What follows belongs to an exercise in optimizing a design on an open flow for small area, a short achievable clock period and few clock cycles per item; a production flow would make more cautious choices. Where RTL was checked, it was by simulation tests only, not by an equivalence proof against the original. For runs 4 and 5, only the layout was checked, not whether the RTL still works.

==> design.v <==
`timescale 1ns / 1ps
`default_nettype none
package kft_pkg;
   localparam logic [1:0] MODE_SMOOTH = 2'd0;
   localparam logic [1:0] MODE_LINEAR = 2'd1;
   localparam logic [1:0] MODE_CONST  = 2'd2;
   localparam logic [31:0] TAN_INF = 32'h7FFF_FFFF;
endpackage
`default_nettype wire
`timescale 1ns / 1ps
`default_nettype none
module kft_absdiff
(
   input  wire logic [31:0] f,
   input  wire logic [31:0] s,
   output logic [31:0]      mag,
   output logic             neg,
   output logic             zero
);
   logic [32:0] x, y, p, g, gp, pp, c0, c1, sum0, sum1;
   always_comb begin
      x = {f[31], f};
      y = ~{s[31], s};
      p = x ^ y;
      g = x & y;
      gp = g;
      pp = p;
      for (int l = 0; l < 6; l++) begin
         for (int i = 0; i < 33; i++) begin
            if (((i >> l) & 1) == 1) begin
               gp[i] = gp[i] | (pp[i] & gp[((i >> l) << l) - 1]);
               pp[i] = pp[i] & pp[((i >> l) << l) - 1];
            end
         end
      end
      c0 = {gp[31:0], 1'b0};
      c1 = {gp[31:0] | pp[31:0], 1'b1};
      sum0 = p ^ c0;
      sum1 = p ^ c1;
      neg = sum1[32];
      mag = neg ? ~sum0[31:0] : sum1[31:0];
      zero = pp[32];
   end
endmodule
`default_nettype wire
`timescale 1ns / 1ps
`default_nettype none
module kft_divstep4
(
   input  wire logic [31:0] rem,
   input  wire logic [31:0] quo,
   input  wire logic [31:0] den,
   input  wire logic [33:0] den3,
   output logic             can_skip,
   output logic             can_skip8,
   output logic [1:0]       digit,
   output logic [31:0]      rem_step,
   output logic [31:0]      quo_step,
   output logic [31:0]      rem_skip,
   output logic [31:0]      quo_skip,
   output logic [31:0]      rem_skip8,
   output logic [31:0]      quo_skip8
);
   logic [31:0] lead;    
   logic [31:0] mask, mask8;
   logic [33:0] t;
   logic [34:0] d1, d2, d3;
   logic        ge1, ge2, ge3;
   kft_add #(.W(35)) u_s1 (.a({1'b0, rem, quo[31:30]}), .b(~{3'b000, den}), .cin(1'b1), .sum(d1));
   kft_add #(.W(35)) u_s2 (.a({1'b0, rem, quo[31:30]}), .b(~{2'b00, den, 1'b0}), .cin(1'b1), .sum(d2));
   kft_add #(.W(35)) u_s3 (.a({1'b0, rem, quo[31:30]}), .b(~{1'b0, den3}), .cin(1'b1), .sum(d3));
   always_comb begin
      lead[31] = den[31];
      for (int j = 30; j >= 0; j--) begin
         lead[j] = lead[j + 1] | den[j];
      end
      for (int i = 0; i < 32; i++) begin
         mask[i] = (i + 5 <= 31) ? ~lead[(i + 5 <= 31) ? i + 5 : 31] : 1'b1;
      end
      can_skip = lead[4] && ~|(rem & mask);
      for (int i = 0; i < 32; i++) begin
         mask8[i] = (i + 9 <= 31) ? ~lead[(i + 9 <= 31) ? i + 9 : 31] : 1'b1;
      end
      can_skip8 = lead[8] && ~|(rem & mask8);
      t = {rem, quo[31:30]};
      ge1 = ~d1[34];
      ge2 = ~d2[34];
      ge3 = ~d3[34];
      if (ge3) begin
         digit = 2'd3;
         rem_step = d3[31:0];
      end else if (ge2) begin
         digit = 2'd2;
         rem_step = d2[31:0];
      end else if (ge1) begin
         digit = 2'd1;
         rem_step = d1[31:0];
      end else begin
         digit = 2'd0;
         rem_step = t[31:0];
      end
      quo_step = {quo[29:0], digit};
      rem_skip = {rem[27:0], quo[31:28]};
      quo_skip = {quo[27:0], 4'b0000};
      rem_skip8 = {rem[23:0], quo[31:24]};
      quo_skip8 = {quo[23:0], 8'h00};
   end
endmodule
`default_nettype wire
`timescale 1ns / 1ps
`default_nettype none
module kft_add
#(
   parameter int W = 35
)
(
   input  wire logic [W-1:0] a,
   input  wire logic [W-1:0] b,
   input  wire logic         cin,
   output logic [W-1:0]      sum
);
   logic [W-1:0] p, g, gp, pp;
   always_comb begin
      p = a ^ b;
      g = a & b;
      gp = g;
      pp = p;
      gp[0] = g[0] | (p[0] & cin);
      for (int l = 0; l < $clog2(W); l++) begin
         for (int i = 0; i < W; i++) begin
            if (((i >> l) & 1) == 1) begin
               gp[i] = gp[i] | (pp[i] & gp[((i >> l) << l) - 1]);
               pp[i] = pp[i] & pp[((i >> l) << l) - 1];
            end
         end
      end
      sum = p ^ {gp[W-2:0], cin};
   end
endmodule
`default_nettype wire
`timescale 1ns / 1ps
`default_nettype none
module keyframe_tangent_unit
#(
   parameter int FRAC_BITS = 16
)
(
   input  wire logic        clock,
   input  wire logic        reset,
   input  wire logic        csr_wen,
   input  wire logic [1:0]  csr_wdata,    
   input  wire logic        req_tvalid,
   output logic             req_tready,
   input  wire logic [63:0] req_tdata,    
   input  wire logic        req_tlast,
   output logic             rsp_tvalid,
   input  wire logic        rsp_tready,
   output logic [63:0]      rsp_tdata,    
   output logic [9:0]       rsp_tuser,    
   output logic             rsp_tlast
);
   typedef enum logic [2:0] {S_PLAN, S_TIN, S_M2, S_M3, S_M4, S_DIV, S_FIX} state_type;
   typedef enum logic [1:0] {K_TIN, K_LIN, K_SM, K_RAT} kind_type;
   localparam logic [1:0] SEL_NK = 2'd0, SEL_KP = 2'd1, SEL_NP = 2'd2;
   logic [1:0]  mode_ff;
   logic [31:0] pt_ff, pv_ff, kt_ff, kv_ff, nt_ff, nv_ff;
   logic        hasp_ff, hask_ff, hasn_ff;
   logic [1:0]  kmode_ff, nmode_ff;
   logic        klast_ff, nlast_ff;
   logic        sx1_ff, sy1_ff, zx1_ff, zy1_ff;    
   state_type   state_ff;
   kind_type    kind_ff;
   logic [1:0]  xsel_ff, ysel_ff;
   logic [31:0] rem_ff, den_ff;
   logic [5:0]  cnt_ff;
   logic        neg_ff, first_ff, ovf_ff, dz_ff, tin0_ff;
   logic        sok_ff, al4_ff, zsm_ff;
   logic        hiseg_ff;                          
   logic [31:0] odhi_ff, odlo_ff;
   logic        ov_ff, olast_ff;
   logic [1:0]  omode_ff;
   logic [31:0] xf, xs, yf, ys, xmag, ymag;
   logic        xneg, xzero, yneg, yzero;
   logic        can_skip, can_skip8, do_skip8;
   logic [1:0]  digit;
   logic [31:0] rem_step, quo_step, rem_skip, quo_skip, rem_skip8, quo_skip8;
   logic [33:0] den3_ff;
   logic        den3ok_ff;
   kft_absdiff u_x (.f(xf), .s(xs), .mag(xmag), .neg(xneg), .zero(xzero));
   kft_absdiff u_y (.f(yf), .s(ys), .mag(ymag), .neg(yneg), .zero(yzero));
   kft_divstep4 u_div (
      .rem(rem_ff), .quo(odlo_ff), .den(den_ff), .den3(den3_ff), .can_skip(can_skip),
      .can_skip8(can_skip8), .rem_skip8(rem_skip8), .quo_skip8(quo_skip8),
      .digit(digit),
      .rem_step(rem_step), .quo_step(quo_step), .rem_skip(rem_skip), .quo_skip(quo_skip)
   );
   logic        hasn_eff, ready, wr_ok, is_lin, is_const, need_tin, smooth_full, smooth_ok;
   logic [1:0]  m;
   logic        first_move, plan_go, plan_tin, plan_lin, plan_sm, plan_simple;
   logic        zero_res, adv, adv_r;
   logic        do_skip, ovf_now, div_last, rc1, rc2, dysmall;
   logic [31:0] nq;
   logic        fix_neg, fin;
   logic        den_load, stall;
   logic [33:0] den3;
   kft_add #(.W(34)) u_den3 (.a({2'b00, den_ff}), .b({1'b0, den_ff, 1'b0}), .cin(1'b0), .sum(den3));
   kft_add #(.W(32)) u_nq (.a(~odlo_ff), .b(32'd0), .cin(1'b1), .sum(nq));
   logic [31:0] tq, tin;
   always_comb begin
      hasn_eff = hasn_ff && !klast_ff;
      ready = hask_ff && (hasn_eff || klast_ff);
      wr_ok = !ov_ff || rsp_tready;
      m = hasn_eff ? nmode_ff : kmode_ff;
      is_lin = (m == kft_pkg::MODE_LINEAR);
      is_const = (m == kft_pkg::MODE_CONST);
      need_tin = is_lin && hasp_ff && !hiseg_ff;
      smooth_full = !is_lin && !is_const && hasp_ff && hasn_eff;
      first_move = (state_ff == S_PLAN) && !hask_ff && hasn_ff;
      plan_go = (state_ff == S_PLAN) && ready && wr_ok;
      plan_tin = plan_go && need_tin;
      plan_lin = plan_go && !need_tin && is_lin && hasn_eff;
      plan_sm = plan_go && !need_tin && smooth_full;
      plan_simple = plan_go && !need_tin && !(is_lin && hasn_eff) && !smooth_full;
      zero_res = ((state_ff == S_M2) && !sok_ff) || ((state_ff == S_M3) && dz_ff) ||
                 ((state_ff == S_M4) && zsm_ff);
      adv = plan_simple || plan_lin || zero_res || ((state_ff == S_M4) && !zsm_ff);
      adv_r = ((state_ff == S_PLAN) && ready && !ov_ff && !need_tin && !smooth_full) ||
              zero_res || ((state_ff == S_M4) && !zsm_ff);
      xf = (xsel_ff == SEL_KP) ? kt_ff : nt_ff;
      xs = (xsel_ff == SEL_NK) ? kt_ff : pt_ff;
      yf = (ysel_ff == SEL_KP) ? kv_ff : nv_ff;
      ys = (ysel_ff == SEL_NK) ? kv_ff : pv_ff;
      smooth_ok = !zx1_ff && !zy1_ff && !xzero && !yzero && ((sx1_ff ^ sy1_ff) == (xneg ^ yneg));
      do_skip8 = can_skip8 && (cnt_ff >= 6'd10);
      do_skip = do_skip8 || (can_skip && (cnt_ff >= 6'd6));
      stall = !do_skip && !den3ok_ff;
      ovf_now = first_ff && digit[1] && !do_skip && !stall;
      div_last = ovf_ff || (!do_skip && !stall && (cnt_ff == 6'd2));
      fix_neg = neg_ff && !dz_ff && !ovf_ff && (kind_ff != K_RAT);
      if (state_ff == S_FIX) begin
         tq = nq;
      end else if (dz_ff) begin
         tq = 32'd0;
      end else if (ovf_ff) begin
         tq = neg_ff ? 32'h8000_0000 : kft_pkg::TAN_INF;
      end else begin
         tq = {odlo_ff[29:0], digit};
      end
      tin = tin0_ff ? 32'd0 : odhi_ff;
      fin = ((state_ff == S_DIV) && div_last && !fix_neg && (kind_ff != K_RAT)) ||
            (state_ff == S_FIX);
      dysmall = (den_ff[31:2] == 30'd0) && (den_ff[1:0] != 2'b11);
      rc1 = (digit == 2'd3);
      rc2 = (digit == 2'd0);
      den_load = ((state_ff == S_PLAN) && plan_lin) || (state_ff == S_TIN) ||
                 ((state_ff == S_M2) && sok_ff) || ((state_ff == S_M4) && !zsm_ff);
   end
   function automatic logic [63:0] align(input logic [31:0] mag, input logic x4,
                                         input logic ratio);
      if (ratio) begin
         align = {mag, 32'd0};
      end else if (x4) begin
         align = {14'd0, mag, 18'd0};
      end else begin
         align = {16'd0, mag, 16'd0};
      end
   endfunction
   always_ff @(posedge clock) begin
      if (csr_wen) begin
         mode_ff <= csr_wdata;
      end
      if (ov_ff && rsp_tready) begin
         ov_ff <= 1'b0;
      end
      xsel_ff <= SEL_NK;
      ysel_ff <= SEL_NK;
      den3_ff <= den3;
      den3ok_ff <= !den_load;
      if (plan_go && !need_tin && hasn_eff) begin
         sx1_ff <= xneg;  sy1_ff <= yneg;
         zx1_ff <= xzero; zy1_ff <= yzero;
      end
      if (plan_simple || zero_res) begin
         ov_ff <= 1'b1;
         olast_ff <= plan_simple && !hasn_eff;
         hiseg_ff <= 1'b0;
         if (plan_simple && is_const) begin
            omode_ff <= kft_pkg::MODE_CONST;
            odhi_ff <= kft_pkg::TAN_INF;
            odlo_ff <= kft_pkg::TAN_INF;
         end else if (plan_simple && is_lin) begin
            omode_ff <= kft_pkg::MODE_LINEAR;
            odhi_ff <= 32'd0;
            odlo_ff <= hasp_ff ? odhi_ff : 32'd0;
         end else begin
            omode_ff <= kft_pkg::MODE_SMOOTH;
            odhi_ff <= 32'd0;
            odlo_ff <= 32'd0;
         end
      end
      if (first_move) begin
         kt_ff <= nt_ff;  kv_ff <= nv_ff;
         kmode_ff <= nmode_ff;  klast_ff <= nlast_ff;
         hask_ff <= 1'b1;  hasp_ff <= 1'b0;  hasn_ff <= 1'b0;
      end
      if (adv) begin
         if (klast_ff) begin
            hasp_ff <= 1'b0;
            if (hasn_ff) begin
               kt_ff <= nt_ff;  kv_ff <= nv_ff;
               kmode_ff <= nmode_ff;  klast_ff <= nlast_ff;
               hasn_ff <= 1'b0;
            end else begin
               hask_ff <= 1'b0;
            end
         end else begin
            pt_ff <= kt_ff;  pv_ff <= kv_ff;
            kt_ff <= nt_ff;  kv_ff <= nv_ff;
            kmode_ff <= nmode_ff;  klast_ff <= nlast_ff;
            hasp_ff <= 1'b1;  hasn_ff <= 1'b0;
         end
      end
      unique case (state_ff)
         S_PLAN: begin
            if (plan_tin) begin
               state_ff <= S_TIN;
               xsel_ff <= SEL_KP;
               ysel_ff <= SEL_KP;
            end else if (plan_lin) begin
               {rem_ff, odlo_ff} <= align(ymag, 1'b0, 1'b0);
               den_ff <= xmag;
               dz_ff <= xzero;
               neg_ff <= xneg ^ yneg;
               cnt_ff <= 6'd32;
               first_ff <= 1'b1;
               ovf_ff <= 1'b0;
               tin0_ff <= !hasp_ff;
               kind_ff <= K_LIN;
               state_ff <= S_DIV;
            end else if (plan_sm) begin
               sok_ff <= smooth_ok;
               state_ff <= S_M2;
               xsel_ff <= SEL_NP;
               ysel_ff <= SEL_NP;
            end
         end
         S_TIN: begin
            {rem_ff, odlo_ff} <= align(ymag, 1'b0, 1'b0);
            den_ff <= xmag;
            dz_ff <= xzero;
            neg_ff <= xneg ^ yneg;
            cnt_ff <= 6'd32;
            first_ff <= 1'b1;
               ovf_ff <= 1'b0;
            kind_ff <= K_TIN;
            state_ff <= S_DIV;
         end
         S_M2: begin
            if (!sok_ff) begin
               state_ff <= S_PLAN;
            end else begin
               den_ff <= ymag;
               dz_ff <= xzero || yzero;
               state_ff <= S_M3;
               ysel_ff <= SEL_KP;
            end
         end
         S_M3: begin
            if (dz_ff) begin
               state_ff <= S_PLAN;
            end else begin
               {rem_ff, odlo_ff} <= align(ymag, 1'b0, 1'b1);
               dz_ff <= 1'b0;
               cnt_ff <= 6'd2;
               first_ff <= 1'b1;
               ovf_ff <= 1'b0;
               kind_ff <= K_RAT;
               state_ff <= S_DIV;
            end
         end
         S_M4: begin
            if (!zsm_ff) begin
               {rem_ff, odlo_ff} <= align(ymag, al4_ff, 1'b0);
               den_ff <= xmag;
               dz_ff <= 1'b0;
               neg_ff <= xneg ^ yneg;
               cnt_ff <= 6'd32;
               first_ff <= 1'b1;
               ovf_ff <= 1'b0;
               kind_ff <= K_SM;
               state_ff <= S_DIV;
            end else begin
               state_ff <= S_PLAN;
            end
         end
         S_DIV: begin
            if (ovf_now) begin
               ovf_ff <= 1'b1;
            end
            if (do_skip8) begin
               first_ff <= 1'b0;
               rem_ff <= rem_skip8;
               odlo_ff <= quo_skip8;
               cnt_ff <= cnt_ff - 6'd8;
            end else if (do_skip) begin
               first_ff <= 1'b0;
               rem_ff <= rem_skip;
               odlo_ff <= quo_skip;
               cnt_ff <= cnt_ff - 6'd4;
            end else if (!stall) begin
               first_ff <= 1'b0;
               rem_ff <= rem_step;
               odlo_ff <= quo_step;
               cnt_ff <= cnt_ff - 6'd2;
            end
            if (div_last && fix_neg) begin
               state_ff <= S_FIX;
            end
            if (div_last && (kind_ff == K_RAT)) begin
               zsm_ff <= rc2 && dysmall;
               al4_ff <= !(rc1 && dysmall) && (rc1 || rc2);
               xsel_ff <= SEL_NP;
               ysel_ff <= rc1 ? (dysmall ? SEL_NP : SEL_NK) : (rc2 ? SEL_KP : SEL_NP);
               state_ff <= S_M4;
            end
         end
         S_FIX: begin
            state_ff <= S_PLAN;
         end
         default: state_ff <= S_PLAN;
      endcase
      if (fin) begin
         state_ff <= S_PLAN;
         unique case (kind_ff)
            K_TIN: begin
               odhi_ff <= tq;
               hiseg_ff <= 1'b1;
            end
            K_LIN: begin
               ov_ff <= 1'b1;
               omode_ff <= kft_pkg::MODE_LINEAR;
               olast_ff <= 1'b0;
               odhi_ff <= tq;
               odlo_ff <= tin;
               hiseg_ff <= 1'b1;
            end
            default: begin
               ov_ff <= 1'b1;
               omode_ff <= kft_pkg::MODE_SMOOTH;
               olast_ff <= 1'b0;
               odhi_ff <= tq;
               odlo_ff <= tq;
               hiseg_ff <= 1'b0;
            end
         endcase
      end
      if (req_tvalid && req_tready) begin
         nt_ff <= req_tdata[31:0];
         nv_ff <= req_tdata[63:32];
         nmode_ff <= mode_ff;
         nlast_ff <= req_tlast;
         hasn_ff <= 1'b1;
      end
      if (reset) begin
         mode_ff <= kft_pkg::MODE_SMOOTH;
         hasp_ff <= 1'b0;
         hask_ff <= 1'b0;
         hasn_ff <= 1'b0;
         ov_ff <= 1'b0;
         hiseg_ff <= 1'b0;
         state_ff <= S_PLAN;
         xsel_ff <= SEL_NK;
         ysel_ff <= SEL_NK;
      end
   end
   always_comb begin
      req_tready = !hasn_ff || adv_r || first_move;
      rsp_tvalid = ov_ff;
      rsp_tdata = {odhi_ff, odlo_ff};
      rsp_tlast = olast_ff;
      unique case (omode_ff)
         kft_pkg::MODE_LINEAR: rsp_tuser = {4'd2, 4'd2, 1'b1, 1'b0};
         kft_pkg::MODE_CONST:  rsp_tuser = {4'd3, 4'd3, 1'b1, 1'b1};
         default:              rsp_tuser = {4'd4, 4'd4, 1'b1, 1'b0};
      endcase
   end
endmodule
`default_nettype wire
==> flow/run.sh <==
#!/bin/bash
# Standard layout, with repair_timing aiming below the design's period.
set -o pipefail
export SETUP_SLACK_MARGIN=5.5
bash standard.sh > standard.log 2>&1
==> standard.sh <==
#!/bin/bash
# synth_recipe.tcl (not shown) runs the flow's synth.tcl, then flattens the netlist and writes it again
# the make line also repeats each setting of config.mk as NAME=value (left out here)
make -C /OpenROAD-flow-scripts/flow DESIGN_CONFIG=/design/flow/config.mk WORK_HOME=/design/flow/orfs CLKGATE_MAP_FILE= SYNTH_SCRIPT=/design/flow/synth_recipe.tcl "${@:-finish}"
==> config.mk <==
export PLATFORM = sky130hd
export DESIGN_NAME = keyframe_tangent_unit
export DESIGN_NICKNAME = keyframe_tangent_unit
export VERILOG_FILES = /design/flow/design.v
export SDC_FILE = /design/flow/constraint.sdc
export NUM_CORES = 4
export LEC_CHECK = 0
export CAP_MARGIN = 20
export CORE_MARGIN = 2
export CORE_UTILIZATION = 40
export PLACE_DENSITY = 0.6
export SLEW_MARGIN = 20
==> constraint.sdc <==
create_clock -name core_clock -period 11.0 [get_ports {clock}]
set_input_delay 2.2000 -clock core_clock [delete_from_list [all_inputs] [get_ports {clock}]]
set_output_delay 2.2000 -clock core_clock [all_outputs]
set_load 0.01 [all_outputs]
==> results of run 1 <==
==> synthesized netlist by cell type (all sizes together) (34+ instances only) <==
cell    instances  share of area, %
xnor2         104               3.1
clkbuf         98               1.4
mux2i         124               4.2
xor2           61               1.8
o22ai          35              0.74
nor3           53              0.95
and2           87               1.8
nor2b          34              0.72
ha            226               9.6
o21ai         197               3.4
buf            61               1.4
nand2         193               2.5
edfxtp        313                32
nor2          248               3.2
nand2b         56               1.2
a21o           74               1.9
dfxtp          84               5.7
nand3          48              0.83
inv           172               2.2
o221ai         38               1.1
a21oi         264               4.5
mux2           65               2.5
==> layer usage <==
layer	wire (um)	up-vias
met5	12	-
met4	2806	2
met3	7919	191
met2	43490	1102
met1	41510	11930
li1	-	11640
==> worst paths after layout <==
kind / from / end / slack [ns] / cells past startpoint
worst max-delay path: ysel_ff[1] / rem_ff[4] / 5.75 / 18
worst min-delay path: mode_ff[1] / nmode_ff[1] / 0.42 / 0
worst max register to register: ysel_ff[1] / rem_ff[4] / 5.75 / 18
worst min register to register: mode_ff[1] / nmode_ff[1] / 0.42 / 0
==> repair_timing <==
item / CTS / global route
hold endpoints to repair: 0 / 0
gates resized for setup: 14 / 12
setup endpoints to repair: 48 / 58
setup buffers: 1 / 8
gates cloned: 1 / 0
pin swaps: 1 / 2
==> critical path: stages (launching register included) <==
cell	delay [ns]
dfxtp_1	0.45
nor2_4	0.19
buf_4	0.34
mux2i_1	0.29
ha_1	0.18
inv_1	0.05
fa_1	0.39
nand2b_1	0.18
a211o_1	0.29
a21oi_2	0.36
a221o_1	0.25
o21bai_1	0.12
a21boi_1	0.29
o41ai_4	0.10
buf_4	0.26
a21oi_1	0.86
a22o_1	0.24
a221oi_1	0.06
o21ai_1	0.15
==> final cells by class <==
cell class | instances | area share (%)
clock inverters | 29 | 0.9644
well taps | 959 | 3.557
repair buffers | 201 | 5.590
inverters | 173 | 1.940
multi-input cells | 2364 | 51.24
clock buffers | 59 | 3.865
flip-flops and latches | 397 | 32.85
==> per-stage QoR <==
stage | util (%) | worst slack (ns) | hold WS (ns)
floorplan | - | 5.592 | 0.4076
global placement | 43.57 | 5.177 | 0.4167
detailed placement | 43.58 | 5.013 | 0.4147
CTS | 45.96 | 5.435 | 0.4280
global route | 46.16 | 5.480 | 0.4382
finish | 46.16 | 5.754 | 0.4215
==> cell families (layout without fill, tap and decap cells) <==
kind of cell	Yosys count	count (layout)	share of synthesized area [%]
compound gates	919	919	20.33
fa+ha+maj	254	254	11.45
simple gates	833	834	14.08
flops	397	397	37.46
mux	189	189	6.670
buf+inv	336	462	5.071
other cells	2	3	0.02539
xor+xnor	165	165	4.911
==> impl_metrics.json, run 1 <==
{
  "status": "finished clean",
  "num_antenna_cells": 0,
  "gr-total-overflow": 0,
  "rsz0062_at_grt": "true",
  "hold_buffers": 0,
  "final_cells": 4182,
  "grt.busiest_layer": "met2",
  "postRouteAntennaNets": 0,
  "setup_tns_ns": 0,
  "grt_pass1_wl_um": 144000,
  "period_share_pct": 47.70,
  "grt_start_max_net_pins": 81,
  "ys_seq_area_share_pct": 37.46,
  "grt_pass1_vias": 23190,
  "antenna_found_initial": 2,
  "crit_fanout": 22,
  "synthCells": 3095,
  "cp.arrival_ns": 5.68,
  "path_class": "reg2reg",
  "drc": 0,
  "track_usage_pct": 24.57,
  "worstMarginPinSlew_ns": 1.173,
  "clkSinkCount": 397,
  "met2_usage_pct": 39.15,
  "finClkSkew_ns": 0.04273,
  "endpoint_kind": "flip-flop",
  "min_path_type": "reg2reg",
  "route.vias.total": 24860,
  "start_util_pct": 40.48,
  "met1_usage_pct": 34.56,
  "hold_viol": 0,
  "clock_path_buffers": 3,
  "final_cell_mix": "edfxtp_1 (313), a21oi_1 (260), nor2_1 (239)",
  "drv_cap": 0,
  "drt_iter0_drc": 2506,
  "row_count": 99,
  "firstDrtPassIters": 17,
  "clock.fmax_mhz": 190.6,
  "yosys_warnings": 6,
  "cp.required_ns": 11.43,
  "synth_flop_cell": "edfxtp_1",
  "final_max_slew_viol_count": 0,
  "multi_input_area_um2": 17280,
  "cts-root-buf": "clkbuf_16",
  "worst_setup_path_start_kind": "flip-flop",
  "fill_cells": 7024,
  "final_area_um2": 33730,
  "synthesis.area_um2": 29580,
  "fp.dieW_um": 275.9,
  "drive_gt1_share_pct": 8.936,
  "setup_viol": 0,
  "final_common_cell": "edfxtp_1",
  "cts_buffers": 47,
  "cts_tree": "done",
  "synth.ff_latch_count": 397,
  "use_met3_pct": 3.815,
  "dieArea_um2": 76150,
  "viasPerCell": 5.945,
  "dpl.cell_count": 4083,
  "die_y_um": 275.9,
  "synth_edf_count": 313,
  "path_clk_slew_ns": 0.07,
  "clk_latency_ns": 0.62,
  "avgSynthCellArea_um2": 9.558,
  "synthToLayoutAreaGrowth_pct": 14.03,
  "num_io_pins": 149,
  "ys_async_sr_fraction_pct": 0,
  "ctsHtreeMaxLevel": 2,
  "port_buffers": 145,
  "gp_congestion": 0.9570,
  "coreArea_um2": 73080,
  "wl_per_cell_um": 22.89,
  "yosysUniqueCellTypes": 105,
  "post_dp_cell_area_um2": 31850,
  "routed_wl_um": 95740,
  "final_nets": 3510,
  "finalCriticalPeriod_ns": 5.247,
  "seqCellArea_um2": 11080,
  "place_hpwl_um": 69270,
  "max_slew_margin_pct": 21.82
}
Testbench counts, summed over its fixed seeds: cycles 54,347, items 8,035.
==> inputs of run 2 (changes only) <==
==> flow/run.sh (replaced) <==
#!/bin/bash
# Standard layout, with repair_timing aiming below the design's period.
set -o pipefail
export SETUP_SLACK_MARGIN=6
bash standard.sh > standard.log 2>&1
==> run 2 against run 1 <==
Compared with the run above:
- still clean
- global-route usage is essentially flat
- cell count up 0.91%
- maximum frequency increased by 5.7%
- first-iteration DRC count up 5.9%
- worst hold slack better by 0.029 ns
- critical path type unchanged
- critical endpoint is now rem_ff[10]
==> impl_metrics.json, run 2 <==
{
  "num_io_pins": 149,
  "setup_viol": 0,
  "cts_tree": "done",
  "cpPeakStageDelay_ns": 0.39,
  "timing.final.ws_setup_ns": 6.035,
  "drv_cap": 0,
  "status": "finished clean",
  "synth.ff_latch_count": 397,
  "path_class": "reg2reg",
  "synth.largest_area_cell": "edfxtp_1",
  "synthSimpleGateAreaFrac_pct": 14.08,
  "cp_cell_sequence": "nor2_4 -> buf_12 -> mux2i_2 -> ha_1 -> inv_1 -> fa_2 -> nand2b_1 -> a211o_1 -> a21oi_4 -> a221o_1 -> o21bai_2 -> a21boi_2 -> o41ai_4 -> buf_4 -> clkbuf_16 -> o31ai_1 -> xnor2_2 -> a221oi_1 -> o21ai_1",
  "viasPerCell": 5.925,
  "track_usage_pct": 24.59,
  "final_nets": 3549,
  "clock.fmax_mhz": 201.4,
  "place_hpwl_um": 68360,
  "postRouteAntennaNets": 0,
  "num_antenna_cells": 0,
  "endpoint_kind": "flip-flop",
  "fp.dieW_um": 275.9,
  "setup_tns_ns": 0,
  "start_util_pct": 40.48,
  "wl_per_cell_um": 22.86,
  "cp.arrival_ns": 5.32,
  "routed_wl_um": 96450,
  "yosysTopAreaCellShare_pct": 31.77,
  "drt_iter0_drc": 2655,
  "ys_async_sr_fraction_pct": 0,
  "clk_latency_ns": 0.62,
  "grt_pass1_vias": 23560,
  "synth_flop_cell": "edfxtp_1",
  "critical_path_buf_inv_count": 4,
  "synth-xor-area-share_pct": 4.911,
  "ctsHtreeMaxLevel": 2,
  "coreArea_um2": 73080,
  "hold_viol": 0,
  "worstMarginPinSlew_ns": 1.189,
  "clkSinkCount": 397,
  "synth_fa_ha_area_share_pct": 11.45,
  "grt_pass1_wl_um": 144500,
  "synth_compound_area_share_pct": 20.33,
  "finalCriticalPeriod_ns": 4.965,
  "yosys-top-cells-area": "edfxtp_1 (32%), ha_1 (9.6%), dfxtp_1 (5.7%), a21oi_1 (4.4%), mux2i_1 (4.2%)",
  "post_dp_cell_area_um2": 31860,
  "synthCells": 3095,
  "min_path_type": "reg2reg",
  "port_buffers": 145,
  "slowest_stage": "dfxtp_2",
  "dpl_worst_slack_ns": 4.965,
  "final_max_slew_viol_count": 0,
  "cp.required_ns": 11.35,
  "synth_top_family_by_area": "compound AO/OA/AOI/OAI gates",
  "firstDrtPassIters": 17,
  "row_count": 99,
  "finClkSkew_ns": 0.03510,
  "synthMuxAreaShare_pct": 6.670,
  "path_clk_slew_ns": 0.06,
  "clock_path_buffers": 3,
  "dieArea_um2": 76150,
  "yosysUniqueCellTypes": 105,
  "yosysMostFrequentCell": "edfxtp_1",
  "synthToLayoutAreaGrowth_pct": 17.11,
  "cts_buffers": 48,
  "synthesis.area_um2": 29580,
  "final_cell_mix": "edfxtp_1 (313), a21oi_1 (253), nor2_1 (237)",
  "crit_fanout": 18,
  "final_common_cell": "edfxtp_1",
  "synthTopCellsByCount": "edfxtp_1 (313), a21oi_1 (260), nor2_1 (245), ha_1 (226), nand2_1 (192)",
  "die_y_um": 275.9,
  "gr-total-overflow": 0,
  "critPathTopFamily": "compound AO/OA/AOI/OAI gates",
  "ys_seq_area_share_pct": 37.46,
  "antenna_found_initial": 0,
  "worst_setup_path_start_kind": "flip-flop",
  "yosys_warnings": 6,
  "cts-root-buf": "clkbuf_16",
  "drive_gt1_share_pct": 11.65,
  "period_share_pct": 45.14,
  "drc": 0,
  "synth_edf_count": 313,
  "hold_buffers": 0,
  "rsz0062_at_grt": "true",
  "final_area_um2": 34640,
  "avgSynthCellArea_um2": 9.558,
  "max_slew_margin_pct": 20.74,
  "route.vias.total": 25000,
  "grt_start_max_net_pins": 87,
  "gp_congestion": 0.9600
}
run 2: changes by cell type in the layout (fill, tap and decap cells not counted), moves of 5 or more:
cell,previous run,this run
o21ai_1,14,19
dfxtp_1,84,79
mux2i_1,124,110
buf_6,1,10
o21ai_0,180,174
a21oi_1,260,253
mux2i_4,0,5
buf_12,1,10
buf_4,53,69
mux2i_2,0,9
run 2: timing repair:
item | 4_1_cts | 5_1_grt
cloned | 1 | 3
pin swaps | 5 | 14
endpoints found under the setup margin | 117 | 160
setup buffers | 18 | 25
gates resized for setup | 51 | 92
run 2: cell type report:
cell class | instances | area [um2]
multi-input combinational | 2364 | 17710
tap | 959 | 1200
fill | 6919 | 38440
clock inverter | 29 | 346.6
clock buffer | 59 | 1252
timing repair buffer | 239 | 2386
sequential | 397 | 11090
inverter | 173 | 661.9
run 2: cells by family (layout without fill, tap and decap cells):
kind of cell,count (synthesis),in the layout
compound gates,919,919
xor+xnor,165,165
fa+ha+maj,254,254
buf+inv,336,500
flops,397,397
mux,189,189
other cells,2,3
simple gates,833,834
run 2: path summary, 6_finish.rpt:
check / cells after the start / to / slack [ns] / from
max: 19 / rem_ff[10] / 6.04 / ysel_ff[1]
min: 0 / nmode_ff[1] / 0.45 / mode_ff[1]
max reg2reg: 19 / rem_ff[10] / 6.04 / ysel_ff[1]
min reg2reg: 0 / nmode_ff[1] / 0.45 / mode_ff[1]
run 2: metal layers:
layer | global-route usage (%) | routed length, um | vias up
met5 | 0 | 0 | -
met1 | 34.56 | 41760 | 12020
met3 | 3.338 | 7562 | 188
met2 | 39.40 | 43940 | 1073
li1 | - | - | 11730
met4 | 7.272 | 3192 | 0
run 2: through the flow:
| step | util (%) | instances | hold WS, ns |
|---|---|---|---|
| floorplan | - | 3096 | 0.4076 |
| global placement | 43.59 | 4084 | 0.4289 |
| detailed placement | 43.59 | 4084 | 0.4330 |
| CTS | 46.41 | 4191 | 0.4474 |
| global route | 47.40 | 4220 | 0.4632 |
| finish | 47.40 | 4220 | 0.4510 |
==> inputs of run 3 (changes only) <==
--- a/config.mk
+++ b/config.mk
@@ -8,5 +8,5 @@
 export CAP_MARGIN = 20
 export CORE_MARGIN = 2
-export CORE_UTILIZATION = 40
-export PLACE_DENSITY = 0.6
+export CORE_UTILIZATION = 50
+export PLACE_DENSITY = 0.65
 export SLEW_MARGIN = 20
==> run 3 against run 2 <==
Compared with the run above:
- maximum frequency is 0.33% higher
- non-clock buffer count is 5 lower
- worst hold slack worse by 0.023 ns
- register-to-register slack better by 0.02 ns
- highest routed layer unchanged
- worst setup slack better by 0.016 ns
- critical endpoint is now rem_ff[11]
- critical path type unchanged
- clock skew is 0.0085 ns lower
==> impl_metrics.json, run 3 <==
{
  "crit_fanout": 13,
  "postRouteAntennaNets": 0,
  "synthesis.area_um2": 29580,
  "synthTopCellsByCount": "edfxtp_1 (313), a21oi_1 (260), nor2_1 (245), ha_1 (226), nand2_1 (192)",
  "antenna_found_initial": 5,
  "final_nets": 3542,
  "ys_seq_area_share_pct": 37.46,
  "avgSynthCellArea_um2": 9.558,
  "setup_viol": 0,
  "finClkSkew_ns": 0.02664,
  "drive_gt1_share_pct": 11.38,
  "final_cells": 4025,
  "fp.dieW_um": 247.2,
  "cts_tree": "done",
  "cts-root-buf": "clkbuf_16",
  "finalCriticalPeriod_ns": 4.949,
  "drt_iter0_drc": 2567,
  "ff2ff_path_depth": 17,
  "crit_start": "ysel_ff[0]",
  "final_common_cell": "edfxtp_1",
  "ys_async_sr_fraction_pct": 0,
  "period_share_pct": 44.99,
  "clk_latency_ns": 0.61,
  "die_y_um": 247.2,
  "grt_pass1_vias": 24810,
  "synth_edf_count": 313,
  "grt_start_max_net_pins": 100,
  "place_hpwl_um": 69140,
  "clock.fmax_mhz": 202.1,
  "start_util_pct": 50.31,
  "holdPathStages": 0,
  "gr-total-overflow": 0,
  "yosys_warnings": 6,
  "synth.largest_area_cell": "edfxtp_1",
  "num_io_pins": 149,
  "final_max_slew_viol_count": 0,
  "cp.arrival_ns": 5.29,
  "route.vias.total": 25500,
  "gp_congestion": 0.9770,
  "track_usage_pct": 31.15,
  "status": "finished clean",
  "synth.ff_latch_count": 397,
  "worstMarginPinSlew_ns": 1.121,
  "hold_viol": 0,
  "synthToLayoutAreaGrowth_pct": 15.60,
  "routed_wl_um": 97850,
  "clock_path_buffers": 3,
  "rr_startpoint": "ysel_ff[0]",
  "clkSinkCount": 397,
  "wl_per_cell_um": 24.31,
  "yosysMostFrequentCell": "edfxtp_1",
  "dieArea_um2": 61130,
  "final_cell_mix": "edfxtp_1 (313), a21oi_1 (255), nor2_1 (237)",
  "cp-endpoint": "rem_ff[11]",
  "port_buffers": 145,
  "firstDrtPassIters": 6,
  "min_path_type": "reg2reg",
  "setup_tns_ns": 0,
  "ctsHtreeMaxLevel": 2,
  "cp.required_ns": 11.34,
  "dpl.cell_count": 3898,
  "grt_pass1_wl_um": 147000,
  "drv_cap": 0,
  "row_count": 89,
  "yosysUniqueCellTypes": 105,
  "synthCells": 3095,
  "hold_buffers": 0,
  "coreArea_um2": 58800,
  "rsz0062_at_grt": "true",
  "viasPerCell": 6.336,
  "endpoint_kind": "flip-flop",
  "synth_flop_cell": "edfxtp_1",
  "r2r_end": "rem_ff[11]",
  "max_slew_margin_pct": 24.59,
  "path_class": "reg2reg",
  "drc": 0,
  "cts_buffers": 45,
  "yosys-top-cells-area": "edfxtp_1 (32%), ha_1 (9.6%), dfxtp_1 (5.7%), a21oi_1 (4.4%), mux2i_1 (4.2%)",
  "yosysTopAreaCellShare_pct": 31.77,
  "reg2reg_slack_ns": 6.05,
  "path_clk_slew_ns": 0.06,
  "hold_path.startpoint": "mode_ff[1]",
  "worst_setup_path_start_kind": "flip-flop"
}
[run 3: cell counts after synthesis]
No cell type changed its count.
[run 3: how the worst min path moves through the flow]
stage / endpoint
floorplan: nmode_ff[0]
global placement: nmode_ff[1]
detailed placement: nmode_ff[1]
CTS: nmode_ff[1]
global route: nmode_ff[1]
finish: nmode_ff[1]
[run 3: final cells by class]
cell class,count,area [um2]
fillers,5164,24600
multi-input cells,2365,17740
flip-flops and latches,397,11090
repair buffers,234,2277
clock buffers,53,1166
well taps,773,967.2
inverters,173,656.9
clock inverters,28,301.5
diodes,2,5.005
[run 3: cells by family after synthesis]
kind of cell	synth area share (%)
and+or+nand+nor	14.08
muxes	6.670
adders and majority gates	11.45
xor gates and xnor gates	4.911
other	0.02539
buffers and inverters	5.071
AOI/OAI and AO/OA	20.33
DFF	37.46
[run 3: repair_timing]
action	in CTS	in global routing
buffers inserted	23	14
pin swaps	5	11
setup endpoints to repair	132	170
cloned	1	5
gates resized for setup	58	84
hold endpoints to repair	0	0
[run 3: worst max-delay path, cell delays in order (launching register included)]
cell and delay (ns):
dfxtp_2 0.41, nor2b_4 0.21, buf_12 0.15, mux2_2 0.37
ha_1 0.38, and3_1 0.22, and3_1 0.24, and2_1 0.19
a221o_1 0.36, o21bai_2 0.21, a21boi_2 0.11, o41ai_4 0.33
buf_4 0.22, buf_6 0.21, mux2i_4 0.31, xor2_4 0.29
o22ai_1 0.14, or3_1 0.33
[run 3: layer usage]
| metal | GRT usage, % | vias to the layer above | part of all wire, % | wire (um) |
|---|---|---|---|---|
| li1 | - | 11690 | - | - |
| met1 | 42.20 | 12400 | 42 | 40630 |
| met2 | 50.57 | 1182 | 46 | 45360 |
| met3 | 4.927 | 225 | 8.3 | 8165 |
| met4 | 10.90 | 0 | 3.8 | 3689 |
| met5 | 0 | - | 0 | 0 |
[run 3: through the flow]
step           util [%]  area [um2]  hold WS, ns  worst slack (ns)
2_1_floorplan         -       29600       0.4076             6.095
3_3_place_gp      53.78       31620       0.4122             5.084
3_5_place_dp      53.79       31620       0.4134             4.960
4_1_cts           57.15       33600       0.4270             5.946
5_1_grt           58.15       34190       0.4346             5.894
6_report          58.16       34200       0.4283             6.051
==> inputs of run 4 (changes only) <==
--- a/design.v
+++ b/design.v
@@ -198,5 +198,5 @@
    logic [1:0]  m;
    logic        first_move, plan_go, plan_tin, plan_lin, plan_sm, plan_simple;
-   logic        zero_res, adv, adv_r;
+   logic        zero_res, adv, adv_r, adv_p;
    logic        do_skip, ovf_now, div_last, rc1, rc2, dysmall;
    logic [31:0] nq;
@@ -225,6 +225,7 @@
                  ((state_ff == S_M4) && zsm_ff);
       adv = plan_simple || plan_lin || zero_res || ((state_ff == S_M4) && !zsm_ff);
-      adv_r = ((state_ff == S_PLAN) && ready && !ov_ff && !need_tin && !smooth_full) ||
-              zero_res || ((state_ff == S_M4) && !zsm_ff);
+      adv_p = (state_ff == S_PLAN) && ready && !need_tin && !smooth_full;
+      adv_r = (adv_p && !ov_ff) || zero_res || ((state_ff == S_M4) && !zsm_ff) ||
+              !hasn_ff || first_move;
       xf = (xsel_ff == SEL_KP) ? kt_ff : nt_ff;
       xs = (xsel_ff == SEL_NK) ? kt_ff : pt_ff;
@@ -475,5 +476,5 @@
    end
    always_comb begin
-      req_tready = !hasn_ff || adv_r || first_move;
+      req_tready = adv_r || (adv_p && rsp_tready);
       rsp_tvalid = ov_ff;
       rsp_tdata = {odhi_ff, odlo_ff};
--- a/config.mk
+++ b/config.mk
@@ -8,5 +8,5 @@
 export CAP_MARGIN = 20
 export CORE_MARGIN = 2
-export CORE_UTILIZATION = 50
-export PLACE_DENSITY = 0.65
+export CORE_UTILIZATION = 40
+export PLACE_DENSITY = 0.6
 export SLEW_MARGIN = 20
==> run 4 against run 3 <==
Compared with the run above:
- wire length rose by 1.7%
- clock skew shrank 0.014 ns
- first-iteration DRC count rose by 3.0%
- die area rose by 26%
- clock-buffer cell count is the same
- critical path type is now in2out
- highest routed layer unchanged
==> impl_metrics.json, run 4 <==
{
  "status": "finished clean",
  "synthCells": 3128,
  "gr-total-overflow": 0,
  "clk_latency_ns": 0.61,
  "cts-root-buf": "clkbuf_16",
  "cp.arrival_ns": 3.09,
  "num_antenna_cells": 0,
  "clkSinkCount": 397,
  "rr_startpoint": "ysel_ff[0]",
  "finalCriticalPeriod_ns": 5.291,
  "ff2ff_path_depth": 15,
  "endpoint_kind": "output pin",
  "firstDrtPassIters": 9,
  "synth.largest_area_cell": "edfxtp_1",
  "period_share_pct": 48.10,
  "synthToLayoutAreaGrowth_pct": 15.63,
  "yosysMostFrequentCell": "edfxtp_1",
  "setup_viol": 0,
  "hold_buffers": 0,
  "cts_tree": "done",
  "dieArea_um2": 77060,
  "grt_pass1_wl_um": 150800,
  "holdPathStages": 0,
  "yosys_warnings": 6,
  "drt_iter0_drc": 2644,
  "fin_util_pct": 46.59,
  "setup_tns_ns": 0,
  "synth_flop_cell": "edfxtp_1",
  "cp_cell_sequence": "buf_6 -> nor2b_2 -> or3_4 -> nor2_4 -> nand2_2 -> nand4_1 -> buf_2",
  "post_dp_cell_area_um2": 32430,
  "num_io_pins": 149,
  "path_clk_slew_ns": 0.06,
  "worstMarginPinSlew_ns": 1.184,
  "critPathTopFamily": "simple AND/OR/NAND/NOR gates",
  "ctsHtreeMaxLevel": 2,
  "finClkSkew_ns": 0.01309,
  "clock.fmax_mhz": 189.0,
  "drv_cap": 0,
  "final_max_slew_viol_count": 0,
  "slowest_stage": "or3_4",
  "path_class": "in2out",
  "yosys-top-cells-area": "edfxtp_1 (31%), ha_1 (9.4%), dfxtp_1 (5.6%), mux2i_1 (4.2%), o21ai_0 (3.2%)",
  "hold_path.startpoint": "mode_ff[0]",
  "clock_path_buffers": 3,
  "critical_path_buf_inv_count": 2,
  "row_count": 100,
  "grt_pass1_vias": 24440,
  "final_area_um2": 34620,
  "track_usage_pct": 25.08,
  "yosysTopAreaCellShare_pct": 31.39,
  "port_buffers": 145,
  "reg2reg_slack_ns": 6.04,
  "antenna_found_initial": 1,
  "route.vias.total": 25600,
  "cp.required_ns": 8.80,
  "viasPerCell": 6.058,
  "ys_async_sr_fraction_pct": 0,
  "die_y_um": 277.6,
  "r2r_end": "rem_ff[28]",
  "min_path_type": "reg2reg",
  "coreArea_um2": 74320,
  "synth_edf_count": 313,
  "rsz0062_at_grt": "true",
  "final_cell_mix": "edfxtp_1 (313), ha_1 (225), nand2_1 (218)",
  "place_hpwl_um": 71270,
  "cpPeakStageDelay_ns": 0.34,
  "drc": 0,
  "yosysUniqueCellTypes": 99,
  "cts_buffers": 47,
  "routed_wl_um": 99540,
  "wl_per_cell_um": 23.55,
  "start_util_pct": 40.29,
  "fp.dieW_um": 277.6,
  "synthTopCellsByCount": "edfxtp_1 (313), ha_1 (226), nor2_1 (224), nand2_1 (220), o21ai_0 (192)",
  "gp_congestion": 0.9726,
  "ys_seq_area_share_pct": 37.00,
  "worst_setup_path_start_kind": "input pin",
  "hold_viol": 0,
  "avgSynthCellArea_um2": 9.573,
  "final_cells": 4226,
  "drive_gt1_share_pct": 9.426,
  "synth.ff_latch_count": 397,
  "final_nets": 3544,
  "max_slew_margin_pct": 20.24,
  "hold_end": "nmode_ff[0]",
  "crit_fanout": 2,
  "synthesis.area_um2": 29940,
  "final_common_cell": "edfxtp_1",
  "grt_start_max_net_pins": 90,
  "postRouteAntennaNets": 0,
  "dpl.cell_count": 4127
}
-- run 4: changes by cell type after synthesis, sizes merged, moves of 17 or more --
cell and delta:
o21a +23, a21oi -84, nor2 -22, clkbuf +17
a221oi +17, nand2 +27
-- run 4: per-stage QoR --
| stage | hold WS [ns] | worst slack (ns) |
|---|---|---|
| 2_1_floorplan | 0.4076 | 5.860 |
| 3_3_place_gp | 0.4165 | 4.731 |
| 3_5_place_dp | 0.4174 | 4.727 |
| 4_1_cts | 0.4362 | 5.688 |
| 5_1_grt | 0.4493 | 5.648 |
| 6_report | 0.4368 | 5.709 |
-- run 4: routing by layer --
layer | global-route usage, % | vias up | wire [um]
li1 | - | 11960 | -
met1 | 33.01 | 12300 | 41560
met2 | 40.54 | 1091 | 45490
met3 | 4.430 | 251 | 7913
met4 | 10.71 | 0 | 4576
met5 | 0 | - | 0
-- run 4: kinds of logic after synthesis --
kind of cell / synth area share [%]
AO/OA/AOI/OAI: 21.34
AND/OR/NAND/NOR: 14.45
flip-flops: 37.00
buffers and inverters: 4.341
adder cells (fa/ha/maj): 11.32
multiplexers: 6.690
XOR/XNOR: 4.826
other: 0.02508
-- run 4: worst max-delay path by stage --
stage | start | endpoint | cells after the start
finish | rsp_tready | req_tready | 7
global route | rsp_tready | req_tready | 7
CTS | rsp_tready | req_tready | 7
detailed placement | rsp_tready | req_tready | 7
global placement | rsp_tready | req_tready | 7
floorplan | rsp_tready | req_tready | 5
-- run 4: repair_timing --
| action | 4_1_cts | 5_1_grt |
|---|---|---|
| cloned | 1 | 1 |
| endpoints found under the setup margin | 164 | 188 |
| pin swaps | 4 | 2 |
| resized for setup | 37 | 44 |
| setup buffers | 8 | 1 |
-- run 4: layout make-up --
type | count | area, um2
repair inverters | 1 | 6.256
fillers | 6985 | 39700
inverters | 161 | 618.1
multi-input cells | 2409 | 17990
well taps | 969 | 1212
flip-flops and latches | 397 | 11080
clock inverters | 35 | 541.8
repair buffers | 201 | 1972
clock buffers | 53 | 1199
==> inputs of run 5 (changes only) <==
--- a/design.v
+++ b/design.v
@@ -53,5 +53,5 @@
    input  wire logic [33:0] den3,
    output logic             can_skip,
-   output logic             can_skip8,
+   output logic             can_skipb,
    output logic [1:0]       digit,
    output logic [31:0]      rem_step,
@@ -59,9 +59,9 @@
    output logic [31:0]      rem_skip,
    output logic [31:0]      quo_skip,
-   output logic [31:0]      rem_skip8,
-   output logic [31:0]      quo_skip8
+   output logic [31:0]      rem_skipb,
+   output logic [31:0]      quo_skipb
 );
    logic [31:0] lead;    
-   logic [31:0] mask, mask8;
+   logic [31:0] mask, maskb;
    logic [33:0] t;
    logic [34:0] d1, d2, d3;
@@ -80,7 +80,7 @@
       can_skip = lead[4] && ~|(rem & mask);
       for (int i = 0; i < 32; i++) begin
-         mask8[i] = (i + 9 <= 31) ? ~lead[(i + 9 <= 31) ? i + 9 : 31] : 1'b1;
+         maskb[i] = (i + 15 <= 31) ? ~lead[(i + 15 <= 31) ? i + 15 : 31] : 1'b1;
       end
-      can_skip8 = lead[8] && ~|(rem & mask8);
+      can_skipb = lead[14] && ~|(rem & maskb);
       t = {rem, quo[31:30]};
       ge1 = ~d1[34];
@@ -102,7 +102,7 @@
       quo_step = {quo[29:0], digit};
       rem_skip = {rem[27:0], quo[31:28]};
-      quo_skip = {quo[27:0], 4'b0000};
-      rem_skip8 = {rem[23:0], quo[31:24]};
-      quo_skip8 = {quo[23:0], 8'h00};
+      quo_skip = {quo[27:0], 4'd0};
+      rem_skipb = {rem[17:0], quo[31:18]};
+      quo_skipb = {quo[17:0], 14'd0};
    end
 endmodule
@@ -182,7 +182,7 @@
    logic [31:0] xf, xs, yf, ys, xmag, ymag;
    logic        xneg, xzero, yneg, yzero;
-   logic        can_skip, can_skip8, do_skip8;
+   logic        can_skip, can_skipb, do_skipb;
    logic [1:0]  digit;
-   logic [31:0] rem_step, quo_step, rem_skip, quo_skip, rem_skip8, quo_skip8;
+   logic [31:0] rem_step, quo_step, rem_skip, quo_skip, rem_skipb, quo_skipb;
    logic [33:0] den3_ff;
    logic        den3ok_ff;
@@ -191,5 +191,5 @@
    kft_divstep4 u_div (
       .rem(rem_ff), .quo(odlo_ff), .den(den_ff), .den3(den3_ff), .can_skip(can_skip),
-      .can_skip8(can_skip8), .rem_skip8(rem_skip8), .quo_skip8(quo_skip8),
+      .can_skipb(can_skipb), .rem_skipb(rem_skipb), .quo_skipb(quo_skipb),
       .digit(digit),
       .rem_step(rem_step), .quo_step(quo_step), .rem_skip(rem_skip), .quo_skip(quo_skip)
@@ -233,6 +233,6 @@
       ys = (ysel_ff == SEL_NK) ? kv_ff : pv_ff;
       smooth_ok = !zx1_ff && !zy1_ff && !xzero && !yzero && ((sx1_ff ^ sy1_ff) == (xneg ^ yneg));
-      do_skip8 = can_skip8 && (cnt_ff >= 6'd10);
-      do_skip = do_skip8 || (can_skip && (cnt_ff >= 6'd6));
+      do_skipb = can_skipb && (cnt_ff >= 6'd16);
+      do_skip = do_skipb || (can_skip && (cnt_ff >= 6'd6));
       stall = !do_skip && !den3ok_ff;
       ovf_now = first_ff && digit[1] && !do_skip && !stall;
@@ -399,9 +399,9 @@
                ovf_ff <= 1'b1;
             end
-            if (do_skip8) begin
+            if (do_skipb) begin
                first_ff <= 1'b0;
-               rem_ff <= rem_skip8;
-               odlo_ff <= quo_skip8;
-               cnt_ff <= cnt_ff - 6'd8;
+               rem_ff <= rem_skipb;
+               odlo_ff <= quo_skipb;
+               cnt_ff <= cnt_ff - 6'd14;
             end else if (do_skip) begin
                first_ff <= 1'b0;
==> run 5 against run 4 <==
Compared with the run above:
- largest cell class unchanged
- maximum frequency barely moved
- design area barely moved
- core utilization fell by 0.073 points
- worst hold slack improved by 0.012 ns
- cell count rose by 0.66%
- critical endpoint unchanged
- worst setup slack got worse by 0.00093 ns
- highest routed layer unchanged
==> impl_metrics.json, run 5 <==
{
  "drc": 0,
  "critPathTopFamily": "simple AND/OR/NAND/NOR gates",
  "antenna_found_initial": 2,
  "max_slew_margin_pct": 23.15,
  "gr-total-overflow": 0,
  "finalCriticalPeriod_ns": 5.292,
  "drv_cap": 0,
  "endpoint_kind": "output pin",
  "clock_path_buffers": 3,
  "synthTopCellsByCount": "edfxtp_1 (313), a21oi_1 (225), ha_1 (224), nor2_1 (222), nand2_1 (190)",
  "grt_pass1_wl_um": 152500,
  "yosys-top-cells-area": "edfxtp_1 (31%), ha_1 (9.3%), dfxtp_1 (5.6%), mux2i_1 (4.8%), a21oi_1 (3.7%)",
  "wl_per_cell_um": 23.74,
  "num_io_pins": 149,
  "critical_path_buf_inv_count": 2,
  "synth_flop_cell": "edfxtp_1",
  "met2_usage_pct": 40.10,
  "cts_tree": "done",
  "fill_cells": 6969,
  "clock.fmax_mhz": 189.0,
  "synth.ff_latch_count": 397,
  "grt_pass1_vias": 24430,
  "drt_iter0_drc": 2932,
  "route.vias.total": 26110,
  "synthCells": 3148,
  "firstDrtPassIters": 10,
  "start_util_pct": 40.45,
  "met1_usage_pct": 34.08,
  "dieArea_um2": 77500,
  "yosys_warnings": 6,
  "postRouteAntennaNets": 0,
  "drive_gt1_share_pct": 9.960,
  "path_clk_slew_ns": 0.06,
  "coreArea_um2": 74450,
  "path_class": "in2out",
  "grt_start_max_net_pins": 72,
  "ys_seq_area_share_pct": 36.79,
  "crit_cells": 6,
  "synthToLayoutAreaGrowth_pct": 14.98,
  "cp.required_ns": 8.80,
  "setup_tns_ns": 0,
  "gp_congestion": 1.022,
  "worst_setup_path_start_kind": "input pin",
  "yosysUniqueCellTypes": 98,
  "synthesis.area_um2": 30120,
  "cpPeakStageDelay_ns": 0.26,
  "ctsHtreeMaxLevel": 2,
  "yosysMostFrequentCell": "edfxtp_1",
  "period_share_pct": 48.11,
  "use_met3_pct": 4.600,
  "die_y_um": 278.4,
  "port_buffers": 145,
  "place_hpwl_um": 72050,
  "final_common_cell": "edfxtp_1",
  "dpl_worst_slack_ns": 4.802,
  "status": "finished clean",
  "timing.final.ws_setup_ns": 5.708,
  "grt.busiest_layer": "met2",
  "hold_viol": 0,
  "hold_buffers": 0,
  "cp.arrival_ns": 3.09,
  "viasPerCell": 6.139,
  "final_cell_mix": "edfxtp_1 (313), a21oi_1 (224), ha_1 (222)",
  "final_max_slew_viol_count": 0,
  "reg2reg_slack_ns": 6.03,
  "holdPathStages": 0,
  "slowest_stage": "or2_4",
  "final_nets": 3569,
  "clkSinkCount": 397,
  "routed_wl_um": 101000,
  "worstMarginPinSlew_ns": 1.124,
  "clk_latency_ns": 0.60,
  "ff2ff_path_depth": 11,
  "fp.dieW_um": 278.4,
  "cp_cell_sequence": "buf_6 -> nand2b_4 -> nand3_4 -> or2_4 -> o211ai_1 -> buf_2",
  "track_usage_pct": 25.34,
  "setup_viol": 0,
  "row_count": 100,
  "finClkSkew_ns": 0.02047,
  "cts_buffers": 46,
  "synth.largest_area_cell": "edfxtp_1",
  "synth_edf_count": 313,
  "rsz0062_at_grt": "true",
  "yosysTopAreaCellShare_pct": 31.21,
  "crit_fanout": 2,
  "min_path_type": "reg2reg",
  "cts-root-buf": "clkbuf_16",
  "avgSynthCellArea_um2": 9.567,
  "ys_async_sr_fraction_pct": 0
}
[run 5: per-layer routing]
| layer | part of all wire (%) | wire length [um] | up-vias |
|---|---|---|---|
| met5 | 0 | 0 | - |
| met4 | 4.4 | 4493 | 0 |
| met3 | 8.9 | 8941 | 254 |
| met2 | 45 | 45380 | 1269 |
| met1 | 42 | 42190 | 12550 |
| li1 | - | - | 12040 |
[run 5: worst paths after layout]
path	start	end
worst max-delay path	rsp_tready	req_tready
worst min-delay path	mode_ff[0]	nmode_ff[0]
worst max register to register	den_ff[23]	odlo_ff[25]
worst min register to register	mode_ff[0]	nmode_ff[0]
[run 5: worst register-to-register path, cell delays in order (launching register included)]
cell and delay, ns:
edfxtp_1 0.66, inv_1 0.32, a21o_1 0.22, a21oi_1 0.33, o2111ai_1 0.31, a21o_2 0.49
buf_4 0.45, a21oi_1 0.42, or2_2 0.63, o32ai_1 0.21, a222oi_1 0.62, o211ai_1 0.16
[run 5: what timing repair did]
item                                    in CTS  in global routing
endpoints found under the hold margin        0                  0
resized for setup                           37                 29
gates cloned                                 1                  3
setup buffers                               11                 17
endpoints found under the setup margin      73                 63
pin swaps                                    4                  9
[run 5: cell type report]
cell class / count / area [um2] / area share [%]
Tap cell: 969 / 1212 / 3.501
Inverter: 158 / 600.6 / 1.734
Clock inverter: 26 / 301.5 / 0.8708
Timing Repair Buffer: 222 / 2151 / 6.211
Antenna cell: 2 / 5.005 / 0.01445
Sequential cell: 397 / 11080 / 32.00
Multi-Input combinational cell: 2420 / 18040 / 52.10
Clock buffer: 60 / 1235 / 3.566
[run 5: kinds of logic (layout without fill, tap and decap cells)]
group                      count (synthesis)  after routing  share of synthesized area [%]
AOI/OAI and AO/OA                        943            943                          21.39
and+or+nand+nor                          838            839                          13.84
DFF                                      397            397                          36.79
buffers and inverters                    333            466                          4.491
adders and majority gates                252            252                          11.17
muxes                                    210            210                          7.258
xor gates and xnor gates                 173            173                          5.031
other                                      2              5                        0.02494
[run 5: stage by stage]
stage                     std cells  util [%]  instance area (um2)  hold WS [ns]
after global routing           4252     46.51                34620        0.4567
after CTS                      4232     46.06                34290        0.4534
after global placement         4133     43.62                32470        0.4175
after floorplan                3149         -                30170        0.4076
final                          4254     46.51                34630        0.4486
after detailed placement       4134     43.64                32490        0.4325
==> inputs of run 6 (changes only) <==
--- a/design.v
+++ b/design.v
@@ -176,4 +176,5 @@
    logic        neg_ff, first_ff, ovf_ff, dz_ff, tin0_ff;
    logic        sok_ff, al4_ff, zsm_ff;
+   logic        psok_ff, pok_ff;                   
    logic        hiseg_ff;                          
    logic [31:0] odhi_ff, odlo_ff;
@@ -198,5 +199,5 @@
    logic [1:0]  m;
    logic        first_move, plan_go, plan_tin, plan_lin, plan_sm, plan_simple;
-   logic        zero_res, adv, adv_r, adv_p;
+   logic        zero_res, adv, adv_r;
    logic        do_skip, ovf_now, div_last, rc1, rc2, dysmall;
    logic [31:0] nq;
@@ -215,5 +216,5 @@
       is_const = (m == kft_pkg::MODE_CONST);
       need_tin = is_lin && hasp_ff && !hiseg_ff;
-      smooth_full = !is_lin && !is_const && hasp_ff && hasn_eff;
+      smooth_full = !is_lin && !is_const && hasp_ff && hasn_eff && !(pok_ff && !psok_ff);
       first_move = (state_ff == S_PLAN) && !hask_ff && hasn_ff;
       plan_go = (state_ff == S_PLAN) && ready && wr_ok;
@@ -225,7 +226,6 @@
                  ((state_ff == S_M4) && zsm_ff);
       adv = plan_simple || plan_lin || zero_res || ((state_ff == S_M4) && !zsm_ff);
-      adv_p = (state_ff == S_PLAN) && ready && !need_tin && !smooth_full;
-      adv_r = (adv_p && !ov_ff) || zero_res || ((state_ff == S_M4) && !zsm_ff) ||
-              !hasn_ff || first_move;
+      adv_r = ((state_ff == S_PLAN) && ready && !ov_ff && !need_tin && !smooth_full) ||
+              zero_res || ((state_ff == S_M4) && !zsm_ff);
       xf = (xsel_ff == SEL_KP) ? kt_ff : nt_ff;
       xs = (xsel_ff == SEL_NK) ? kt_ff : pt_ff;
@@ -278,4 +278,6 @@
       den3_ff <= den3;
       den3ok_ff <= !den_load;
+      psok_ff <= smooth_ok;
+      pok_ff <= ((state_ff == S_DIV) || (state_ff == S_FIX)) && hask_ff && hasp_ff && hasn_eff;
       if (plan_go && !need_tin && hasn_eff) begin
          sx1_ff <= xneg;  sy1_ff <= yneg;
@@ -476,5 +478,5 @@
    end
    always_comb begin
-      req_tready = adv_r || (adv_p && rsp_tready);
+      req_tready = !hasn_ff || adv_r || first_move;
       rsp_tvalid = ov_ff;
       rsp_tdata = {odhi_ff, odlo_ff};
==> flow/run.sh (replaced) <==
#!/bin/bash
# Standard layout, with repair_timing aiming below the design's period.
set -o pipefail
export SETUP_SLACK_MARGIN=6.3
bash standard.sh > standard.log 2>&1
==> run 6 against run 5 <==
Compared with the run above:
- worst setup slack better by 0.67 ns
- maximum frequency rose by 14%
- worst hold slack worse by 0.016 ns
- critical endpoint is now rem_ff[3]
- clock-buffer cell count is 1 higher
- largest cell class unchanged
- die area down 0.35%
- still clean
- area after synthesis decreased by 0.36%
==> impl_metrics.json, run 6 <==
{
  "timing.final.ws_setup_ns": 6.378,
  "hold_buffers": 0,
  "grt_pass1_vias": 24970,
  "row_count": 100,
  "cp.required_ns": 11.45,
  "cp.arrival_ns": 5.07,
  "start_util_pct": 40.38,
  "routed_wl_um": 108700,
  "cpMostUsedCell": "buf_4",
  "min_path_type": "reg2reg",
  "synthesis.area_um2": 30010,
  "slowest_stage": "xnor2_1",
  "postRouteAntennaNets": 0,
  "fp.dieW_um": 277.9,
  "r2r_end": "rem_ff[3]",
  "synthTopCellsByCount": "edfxtp_1 (313), ha_1 (224), nor2_1 (214), o21ai_0 (204), a21oi_1 (201)",
  "drive_gt1_share_pct": 12.52,
  "path_clk_slew_ns": 0.06,
  "cp_cell_sequence": "nor2b_4 -> mux2_2 -> ha_1 -> and4_1 -> a2111oi_2 -> o21bai_1 -> a31o_2 -> a2111oi_4 -> buf_4 -> a21oi_4 -> buf_4 -> mux2i_1 -> xnor2_1 -> a22oi_1 -> o211ai_1",
  "synth_edf_count": 313,
  "avgSynthCellArea_um2": 9.481,
  "status": "finished clean",
  "gp_congestion": 1.011,
  "ctsHtreeMaxLevel": 2,
  "drv_cap": 0,
  "ff2ff_path_depth": 15,
  "drc": 0,
  "post_dp_cell_area_um2": 32470,
  "critPathTopFamily": "compound AO/OA/AOI/OAI gates",
  "fill_cells": 7086,
  "yosys_warnings": 6,
  "cts-root-buf": "clkbuf_16",
  "dieArea_um2": 77230,
  "finClkSkew_ns": 0.02382,
  "final_common_cell": "edfxtp_1",
  "yosys-top-cells-area": "edfxtp_1 (31%), ha_1 (9.3%), dfxtp_1 (5.7%), mux2i_1 (4.3%), o21ai_0 (3.4%)",
  "multi_input_area_um2": 18370,
  "grt_pass1_wl_um": 160200,
  "place_hpwl_um": 76840,
  "yosysMostFrequentCell": "edfxtp_1",
  "firstDrtPassIters": 6,
  "final_max_slew_viol_count": 0,
  "viasPerCell": 6.164,
  "hold_viol": 0,
  "holdPathStages": 0,
  "wl_per_cell_um": 25.19,
  "ys_async_sr_fraction_pct": 0
}
run 6: cells by family (layout without fill, tap and decap cells):
logic type                 after synthesis  in the layout  synth area share [%]
DFF                                    399            399                 37.06
and+or+nand+nor                        881            883                 14.75
other                                    2              4               0.02503
buffers and inverters                  331            508                 4.290
muxes                                  204            204                 7.121
xor gates and xnor gates               168            168                 4.928
AOI/OAI and AO/OA                      928            930                 20.62
adders and majority gates              252            252                 11.21
run 6: metal layers:
metal | GRT usage [%] | vias up | share of wire, %
met3 | 5.003 | 268 | 9.1
met2 | 42.47 | 1391 | 45
met5 | 0 | - | 0.0092
met1 | 37.12 | 12800 | 42
li1 | - | 12150 | -
met4 | 9.369 | 2 | 3.8
run 6: final cells by class:
type,count,share of cell area [%]
clock buffers,61,3.682
inverters,165,1.791
repair buffers,250,6.720
flip-flops and latches,399,31.50
diodes,1,0.007081
multi-input cells,2440,51.98
well taps,969,3.431
repair inverters,1,0.02124
clock inverters,31,0.8639
run 6: how the worst max path moves through the flow:
stage,slack [ns],end,cells after the start,startpoint
global placement,5.05,rem_ff[12],17,ysel_ff[0]
finish,6.38,rem_ff[3],15,ysel_ff[0]
global route,6.23,rem_ff[2],16,ysel_ff[0]
detailed placement,4.91,rem_ff[12],14,ysel_ff[0]
CTS,6.30,den_ff[19],17,xsel_ff[0]
floorplan,5.97,flip-flop,8,rsp_tready
run 6: repair_timing:
action,4_1_cts,5_1_grt
gates cloned,4,2
pin swaps,11,15
setup endpoints to repair,196,184
resized for setup,87,72
setup buffers,37,25
hold endpoints to repair,0,0
run 6: worst register-to-register path, cell delays in order, from the launching register on:
cell       delay [ns]
dfxtp_4          0.40
nor2b_4          0.30
mux2_2           0.38
ha_1             0.37
and4_1           0.22
a2111oi_2        0.36
o21bai_1         0.13
a31o_2           0.26
a2111oi_4        0.28
buf_4            0.19
a21oi_4          0.09
buf_4            0.20
mux2i_1          0.14
xnor2_1          0.77
a22oi_1          0.23
o211ai_1         0.14
run 6: stage by stage:
| stage | util (%) | hold slack, ns |
|---|---|---|
| CTS | 46.85 | 0.4347 |
| global placement | 43.68 | 0.4182 |
| global route | 47.55 | 0.4614 |
| floorplan | - | 0.4076 |
| finish | 47.55 | 0.4330 |
| detailed placement | 43.69 | 0.4205 |
Testbench counts of run 6, summed over its fixed seeds: cycles 52,702, items 8,035.

## separate check: timing with driven ports
In the flow no input, the clock included, has a driving cell. The finished layouts below were timed again as built, in two steps.
Step 1 sets driving cells, clkbuf_16 on the clock port and buf_2 on the other inputs (assumed; they add their load-dependent delay and slew).
Step 2, shift: input delay + t, output delay - t, t = (earliest + latest rising clock arrival at the registers) / 2. This alone moves slack from input paths to output paths.
a / b / c = no drivers / after step 1 / after step 2; a / b = the first two.
| run | shift t [ns] | setup slack, ns | hold WS [ns] |
|---|---|---|---|
| run 1 | 0.666 | 5.754 / 5.735 / 5.303 | 0.422 / 0.422 / 0.422 |
| run 2 | 0.665 | 6.035 / 6.035 / 5.628 | 0.451 / 0.451 / 0.451 |
| run 3 | 0.661 | 6.051 / 6.051 / 5.606 | 0.428 / 0.428 / 0.428 |
| run 4 | 0.661 | 5.709 / 5.669 / 5.562 | 0.437 / 0.437 / 0.437 |
| run 5 | 0.655 | 5.708 / 5.661 / 5.661 | 0.449 / 0.449 / 0.449 |
| run 6 | 0.682 | 6.378 / 6.345 / 5.757 | 0.433 / 0.433 / 0.433 |
After both steps setup and hold are still met in every run listed. For run 6, which loses most, drivers alone change the setup slack by -0.033 ns; drivers and shift together by -0.621 ns.
